This design comes from an exercise in tuning for a short achievable clock period and few clock cycles on the open sky130 flow, not from production work.
The RTL was checked by simulation tests, not by an equivalence proof against the original design.
Power figures rest on the tool's default switching activity, not on a simulated workload.

Setup of the reference run:
// processor
module processor #(
    parameter logic [31:0] reset_pc = '0
) (
    input  wire      clock,
    input  wire      rst,
    output isa_pkg::word_t    address_imem,
    input  isa_pkg::word_t    q_imem,
    output isa_pkg::word_t    address_dmem,
    output isa_pkg::word_t    data,
    output logic     wren,
    input  isa_pkg::word_t    q_dmem,
    output logic     ctrl_write_enable,
    output isa_pkg::reg_idx_t ctrl_write_reg,
    output isa_pkg::reg_idx_t ctrl_read_reg_a,
    output isa_pkg::reg_idx_t ctrl_read_reg_b,
    output isa_pkg::word_t    data_write_reg,
    input  isa_pkg::word_t    data_read_reg_a,
    input  isa_pkg::word_t    data_read_reg_b
);
    logic [31:0] pc;
    logic [31:0] pc_plus1;
    logic [4:0]  f_op;
    logic [4:0]  f_rd, f_rs, f_rt, f_aop;
    logic        f_is_r, f_is_addi, f_is_lw, f_is_sw, f_is_bne, f_is_blt, f_is_jump;
    logic        f_is_branch;
    logic        f_reads_rd;
    logic [4:0]  f_rb;
    logic        f_we;
    logic [9:0]  f_tgt_lo;
    logic [22:0] f_tgt_hi;
    logic [31:0] f_target;
    logic [31:0] f_next;
    assign address_imem = pc;
    function automatic logic [31:0] inc32(input logic [31:0] v);
  ...
export LEC_CHECK = 0
export CAP_MARGIN = 20
export CORE_MARGIN = 2
export CORE_UTILIZATION = 40
export PLACE_DENSITY = 0.6
export SETUP_SLACK_MARGIN = 4.0
export SLEW_MARGIN = 20
export TNS_END_PERCENT = 100
create_clock -name core_clock -period 5.8 [get_ports {clock}]
standard.sh (not shown) runs the stock make flow with config.mk's settings and CLKGATE_MAP_FILE= SYNTH_SCRIPT=/design/flow/synth_recipe.tcl, a recipe that flattens the netlist after the stock synthesis.
==> flow/flow/run.sh <==
#!/bin/bash
# Standard layout with two changes to synthesis: no adder-cell mapping step
# (ADDER_MAP_FILE empty), and ABC maps with flow/speed.abc, a depth-oriented
# script, so that the prefix adders in the RTL keep their short depth.
# Ports are buffered with buf_4 cells (the placer's default pick was a delay
# buffer, which the footprint-matched resizing could not replace).
set -euo pipefail
HERE=$(pwd)
cat flow/abc_override.tcl synth_recipe.tcl > my_synth.tcl
sed "s#SYNTH_SCRIPT=[^ ]*#SYNTH_SCRIPT=$HERE/my_synth.tcl#" standard.sh > my_standard.sh
export MY_ABC_SCRIPT=$HERE/flow/speed.abc
export ADDER_MAP_FILE=
export BUFFER_PORTS_ARGS="-buffer_cell sky130_fd_sc_hd__buf_4"
bash my_standard.sh > orfs_make.log 2>&1
==> flow/flow/abc_override.tcl <==
# Technology mapping with our own ABC script (flow/speed.abc) instead of the
# platform's; everything else in synthesis is the standard script's.
proc abc {args} {
  set i [lsearch -exact $args -script]
  if { $i >= 0 } { lset args [expr { $i + 1 }] $::env(MY_ABC_SCRIPT) }
  puts "abc with our script: $args"
  yosys abc {*}$args
}
==> flow/flow/speed.abc <==
strash
&get -n
&st
&if -g
&st
&put
dch -f
map {D}
buffer -c
upsize -c {D}
dnsize -c {D}
stime -p
The flow did not stop early for the reference run: all stages ran, and the layout cleared the timing, DRC and antenna checks.
Testbench counts of the reference run, summed over its fixed seeds: cycles 158,071.
--- input diff the reference run..the trial run ---
--- a/flow/design.v
+++ b/flow/design.v
@@ -486,40 +486,37 @@
     logic        x_use_imm;      
     logic        x_sub;
     logic        x_sel_sum, x_sel_and, x_sel_or, x_sel_sll, x_sel_sra;
     logic        x_lw_d, x_sw_d, x_bne_d, x_blt_d;
     logic        x_addi_we;      
     logic        x_pred;         
     logic [31:0] x_pc1;          
     logic [31:0] x_target;       
     logic [BHT_BITS-1:0] x_bidx;
     logic        x_bne_pt, x_bne_pn, x_blt_pt, x_blt_pn;    
     logic        x_fa_alu, x_fa_ld, x_fb_alu, x_fb_ld;
-    logic        x_fa_any, x_fa_from_alu, x_fb_any, x_fb_from_ld;
     assign ctrl_read_reg_a = x_rs;
     assign ctrl_read_reg_b = x_rb;
     logic        m_we;
     logic        m_load;
     logic        m_store;
     logic [4:0]  m_rd;
     logic [31:0] m_result;
     logic [31:0] m_data;
     logic        w_we;
     logic [4:0]  w_rd;
     logic [31:0] w_val;
     logic [31:0] src_a, src_b;
     logic [31:0] addend, sum, shl, sra, x_result;
-    assign src_a[15:0]  = x_fa_alu ? m_result[15:0] : x_fa_ld ? q_dmem[15:0] : data_read_reg_a[15:0];
-    assign src_b[15:0]  = x_fb_alu ? m_result[15:0] : x_fb_ld ? q_dmem[15:0] : data_read_reg_b[15:0];
-    assign src_a[31:16] = x_fa_any ? (x_fa_from_alu ? m_result[31:16] : q_dmem[31:16]) : data_read_reg_a[31:16];
-    assign src_b[31:16] = x_fb_any ? (x_fb_from_ld ? q_dmem[31:16] : m_result[31:16]) : data_read_reg_b[31:16];
+    assign src_a = x_fa_alu ? m_result : x_fa_ld ? q_dmem : data_read_reg_a;
+    assign src_b = x_fb_alu ? m_result : x_fb_ld ? q_dmem : data_read_reg_b;
     assign addend = x_use_imm ? x_imm : (src_b ^ {32{x_sub}});
     ks_add #(.W(32)) u_add (
         .a (src_a), .b (addend), .cin (x_sub), .sum (sum), .cout ()
     );
     assign shl    = src_a << x_shamt;
     assign sra    = isa_pkg::word_t'($signed(src_a) >>> x_shamt);
     assign x_result = ({32{x_sel_sum}} & sum) |
                       ({32{x_sel_and}} & (src_a & src_b)) |
                       ({32{x_sel_or}}  & (src_a | src_b)) |
                       ({32{x_sel_sll}} & shl) |
                       ({32{x_sel_sra}} & sra);
@@ -574,26 +571,22 @@
         x_sel_or  <= f_is_r && (f_aop == isa_pkg::alu_or);
         x_sel_sll <= f_is_r && (f_aop == isa_pkg::alu_sll);
         x_sel_sra <= f_is_r && (f_aop == isa_pkg::alu_sra);
         x_lw_d    <= f_is_lw;
         x_sw_d    <= f_is_sw;
         x_bne_d   <= f_is_bne;
         x_blt_d   <= f_is_blt;
         x_fa_alu  <= x_we && !x_lw_d && (x_rd == f_rs);
         x_fa_ld   <= x_we &&  x_lw_d && (x_rd == f_rs);
         x_fb_alu  <= x_we && !x_lw_d && (x_rd == f_rb);
         x_fb_ld   <= x_we &&  x_lw_d && (x_rd == f_rb);
-        x_fa_any  <= x_we && (x_rd == f_rs);
-        x_fb_any  <= x_we && (x_rd == f_rb);
-        x_fa_from_alu <= !x_lw_d;
-        x_fb_from_ld  <= x_lw_d;
     end
     logic [1:0]          x_bctr;
     logic                m_bvalid;
     logic [1:0]          m_bctr_inc, m_bctr_dec;
     logic                m_btaken;
     logic [BHT_BITS-1:0] m_bidx;
     assign x_bctr = bht[x_bidx];
     always_ff @(posedge clock) begin
         if (rst) m_bvalid <= 1'b0;
         else     m_bvalid <= x_live && (x_bne_d || x_blt_d);
         m_btaken   <= x_taken;
--- outcome ---
- Sequential cell count, the trial run vs the reference run: down slightly
- Cmp the trial run vs the reference run: final setup slack of the worst path higher in the trial run
- When the final numbers for the trial run and the reference run were put side by side, the met2 layer wire length in the routed design turned out to be smaller in the trial run.
- Going from the reference run to the trial run, fraction of final layout cells with drive strength greater than 1 down 3.0 points; power consumed by combinational cells down about 2%.
- Of the two values seen for worst setup path startpoint, q_imem[31] was produced by the trial run and data_read_reg_a[7] by the reference run.
- Measured against each other, the trial run and the reference run differ in post-synthesis sequential element count, the higher figure coming from the reference run.
- A endpoint of the worst setup timing path of pc[12]$_SDFFE_PP0P_ is what the trial run shows, while pc[15]$_SDFFE_PP0P_ belongs to the reference run.
- Compared with the reference run, the trial run shows a post-route fraction of the period consumed by the critical path that is 1.6 points lower.
Testbench counts of the trial run, summed over its fixed seeds: cycles 158,071.


v6:
processor, a different RTL version from the one above (not shown whole).
Size in the first run: ~2600 cells after synthesis, about 21000 µm² of cells after synthesis.
==> flow/design.v (excerpt) <==
module processor #(
    parameter logic [31:0] reset_pc = '0
) (
    input  wire      clock,
    input  wire      rst,
    output isa_pkg::word_t    address_imem,
    input  isa_pkg::word_t    q_imem,
    output isa_pkg::word_t    address_dmem,
    output isa_pkg::word_t    data,
    output logic     wren,
    input  isa_pkg::word_t    q_dmem,
    output logic     ctrl_write_enable,
    output isa_pkg::reg_idx_t ctrl_write_reg,
    output isa_pkg::reg_idx_t ctrl_read_reg_a,
    output isa_pkg::reg_idx_t ctrl_read_reg_b,
    output isa_pkg::word_t    data_write_reg,
    input  isa_pkg::word_t    data_read_reg_a,
    input  isa_pkg::word_t    data_read_reg_b
);
export LEC_CHECK = 0
export CAP_MARGIN = 20
export CORE_MARGIN = 2
export CORE_UTILIZATION = 40
export PLACE_DENSITY = 0.6
export SETUP_SLACK_MARGIN = 4.0
export SLEW_MARGIN = 20
export TNS_END_PERCENT = 100
create_clock -name core_clock -period 5.8 [get_ports {clock}]
==> flow/flow/run.sh <==
#!/bin/bash
# Standard layout with two changes to synthesis: no adder-cell mapping step
# (ADDER_MAP_FILE empty), and ABC maps with flow/speed.abc, a depth-oriented
# script, so that the prefix adders in the RTL keep their short depth.
set -euo pipefail
HERE=$(pwd)
cat flow/abc_override.tcl synth_recipe.tcl > my_synth.tcl
sed "s#SYNTH_SCRIPT=[^ ]*#SYNTH_SCRIPT=$HERE/my_synth.tcl#" standard.sh > my_standard.sh
export MY_ABC_SCRIPT=$HERE/flow/speed.abc
export ADDER_MAP_FILE=
bash my_standard.sh > orfs_make.log 2>&1
==> flow/flow/speed.abc <==
strash
balance
&get -n
&dch -f
&nf {D}
&put
buffer -c
upsize -c {D}
dnsize -c {D}
stime -p
Scripts as last shown in full above: flow/flow/abc_override.tcl
v6 finished end to end and its layout was clean on timing, DRC and antenna.
Testbench counts of v6, summed over its fixed seeds: cycles 158,071.
Input changes introduced in v7 (baseline for comparison: v6):
diff --git a/flow/design.v b/flow/design.v
--- a/flow/design.v
+++ b/flow/design.v
@@ -455,30 +455,27 @@
         case ({q_imem[16], f_tgt_lo[17]})
             2'b01:   f_tgt_hi = pc_hi_inc;
             2'b10:   f_tgt_hi = pc_hi_dec;
             default: f_tgt_hi = pc[31:17];
         endcase
     end
     assign f_target = {f_tgt_hi, f_tgt_lo[16:0]};
-    localparam int BHT_BITS = 4;
+    localparam int BHT_BITS = 6;
     logic [1:0]          bht [0:(1 << BHT_BITS) - 1];
     logic [BHT_BITS-1:0] f_bidx;
     logic                f_early_ok;     
     logic                f_early_ne;     
     logic                f_pred_taken;
     assign f_bidx = pc[BHT_BITS-1:0];
     always_comb begin
         if (f_is_jump)         f_next = {5'b0, q_imem[26:0]};
         else if (f_pred_taken) f_next = f_target;
         else                   f_next = pc_plus1;
     end
     logic        x_valid;
-    logic        x_live;         
-    logic        r_redirect;     
-    logic [31:0] r_alt;          
     logic [4:0]  x_rd;
     logic [4:0]  x_rs;
     logic [4:0]  x_rb;
     logic [4:0]  x_shamt;
     logic [31:0] x_imm;
     logic        x_we_d;         
     logic        x_use_imm;      
@@ -519,28 +516,27 @@
                       ({32{x_sel_sll}} & shl) |
                       ({32{x_sel_sra}} & sra);
     logic x_ne, x_lt, x_mispredict, x_we;
     assign x_ne = (src_b != src_a);
     slt32 u_lt (.a (src_b), .b (src_a), .lt (x_lt));
     logic x_taken;
     assign x_taken      = (x_bne_d && x_ne) || (x_blt_d && x_lt);
-    assign x_mispredict = x_live && ((x_bne_pt && !x_ne) || (x_bne_pn && x_ne) ||
+    assign x_mispredict = x_valid && ((x_bne_pt && !x_ne) || (x_bne_pn && x_ne) ||
                                       (x_blt_pt && !x_lt) || (x_blt_pn && x_lt));
-    assign f_early_ok = f_is_bne && x_live && x_addi_we && !x_fa_alu && !x_fa_ld &&
+    assign f_early_ok = f_is_bne && x_valid && x_addi_we &&
                         (((f_rd == x_rd) && (f_rs == 5'd0)) || ((f_rs == x_rd) && (f_rd == 5'd0)));
-    assign f_early_ne = (data_read_reg_a != x_negimm);     
+    assign f_early_ne = (src_a != x_negimm);
     assign f_pred_taken = f_is_branch && (f_early_ok ? f_early_ne : bht[f_bidx][1]);
-    assign x_we   = x_live && x_we_d;
-    assign x_live = x_valid && !r_redirect;
+    assign x_we = x_valid && x_we_d;
     always_ff @(posedge clock) begin
         if (rst) begin
             pc      <= reset_pc;
             x_valid <= 1'b0;
-        end else if (r_redirect) begin
-            pc      <= r_alt;
+        end else if (x_mispredict) begin
+            pc      <= x_alt;
             x_valid <= 1'b0;
         end else begin
             pc      <= f_next;
             x_valid <= 1'b1;
         end
     end
     always_ff @(posedge clock) begin
@@ -572,50 +568,41 @@
         x_bne_d   <= f_is_bne;
         x_blt_d   <= f_is_blt;
         x_fa_alu  <= x_we && !x_lw_d && (x_rd == f_rs);
         x_fa_ld   <= x_we &&  x_lw_d && (x_rd == f_rs);
         x_fb_alu  <= x_we && !x_lw_d && (x_rd == f_rb);
         x_fb_ld   <= x_we &&  x_lw_d && (x_rd == f_rb);
     end
-    logic [1:0]          x_bctr;
     logic                m_bvalid;
-    logic [1:0]          m_bctr_inc, m_bctr_dec;
     logic                m_btaken;
     logic [BHT_BITS-1:0] m_bidx;
-    assign x_bctr = bht[x_bidx];
     always_ff @(posedge clock) begin
         if (rst) m_bvalid <= 1'b0;
-        else     m_bvalid <= x_live && (x_bne_d || x_blt_d);
-        m_btaken   <= x_taken;
-        m_bidx     <= x_bidx;
-        m_bctr_inc <= (x_bctr == 2'b11) ? 2'b11 : x_bctr + 2'd1;
-        m_bctr_dec <= (x_bctr == 2'b00) ? 2'b00 : x_bctr - 2'd1;
+        else     m_bvalid <= x_valid && (x_bne_d || x_blt_d);
+        m_btaken <= x_taken;
+        m_bidx   <= x_bidx;
     end
     always_ff @(posedge clock) begin
         if (rst) begin
             for (int i = 0; i < (1 << BHT_BITS); i++) bht[i] <= 2'b10;
         end else if (m_bvalid) begin
-            bht[m_bidx] <= m_btaken ? m_bctr_inc : m_bctr_dec;
+            if (m_btaken && (bht[m_bidx] != 2'b11))       bht[m_bidx] <= bht[m_bidx] + 2'd1;
+            else if (!m_btaken && (bht[m_bidx] != 2'b00)) bht[m_bidx] <= bht[m_bidx] - 2'd1;
         end
     end
     always_ff @(posedge clock) begin
-        if (rst) r_redirect <= 1'b0;
-        else     r_redirect <= x_mispredict;
-        r_alt <= x_alt;
-    end
-    always_ff @(posedge clock) begin
         if (rst) begin
             m_we    <= 1'b0;
             m_load  <= 1'b0;
             m_store <= 1'b0;
             w_we    <= 1'b0;
         end else begin
             m_we    <= x_we;
-            m_load  <= x_live && x_lw_d;
-            m_store <= x_live && x_sw_d;
+            m_load  <= x_valid && x_lw_d;
+            m_store <= x_valid && x_sw_d;
             w_we    <= m_we;
         end
     end
     always_ff @(posedge clock) begin
         m_rd     <= x_rd;
         m_result <= x_result;
         m_data   <= src_b;
==> run summary <==
Comparing flop and latch count out of synthesis for v7 and v6, the bigger number came from v7. The setup slack of v7 is smaller than that of v6. Taking v7 over v6, the count of clock-buffer cells in the layout ratio works out to 1.3. v7 vs v6, period utilization went up by 11 points. In the tables for v7 and v6, number of clock buffers inserted by TritonCTS reads lower with v6. Diff v6 -> v7 | wire length | increase of 23000 µm. Summary: with v6 as the reference, net switching power in v7 moved up by more than a quarter. Per the comparison of v7 with v6, post-synthesis xor/xnor area fraction now smaller; basic-gate share of the synthesized area counting and, or, nand and nor cells now smaller; relative area of clock buffers and inverters in the final design now larger.
Testbench counts of v7, summed over its fixed seeds: cycles 155,958.

## afterwards: timing with drivers on the ports
The flow's constraints put no driver on any port. The routed layouts listed below were extracted and timed again, unchanged, in two steps. Step 1 sets driving cells, clkbuf_16 on the clock port and buf_2 on the other inputs (assumed; they add their load-dependent delay and slew). Step 2 times the ports against the registers' clock, not the clock port: input delays grow and output delays shrink by t, the midpoint of the rising clock arrivals with the driver on. Three values: ideal, step 1, step 2; two values: the first two.
run | shift t [ns] | setup slack, ns | worst setup path after step 2 | latest minus earliest clock arrival (ns) | cell pins on the clock port's net
the reference run | 0.657 | 2.809 / 2.825 / 2.169 | input to register | 0.027 / 0.027 | 1
the trial run | 0.633 | 2.901 / 2.913 / 2.286 | input to register | 0.037 / 0.036 | 1
v6 | 0.617 | 2.304 / 2.341 / 1.730 | input to register | 0.026 / 0.025 | 1
v7 | 0.676 | 1.651 / 1.651 / 1.045 | input to register | 0.040 / 0.041 | 1
After both steps setup and hold are still met in every run listed. For the reference run, which loses most, drivers alone change the setup slack by +0.016 ns; drivers and shift together by -0.640 ns.
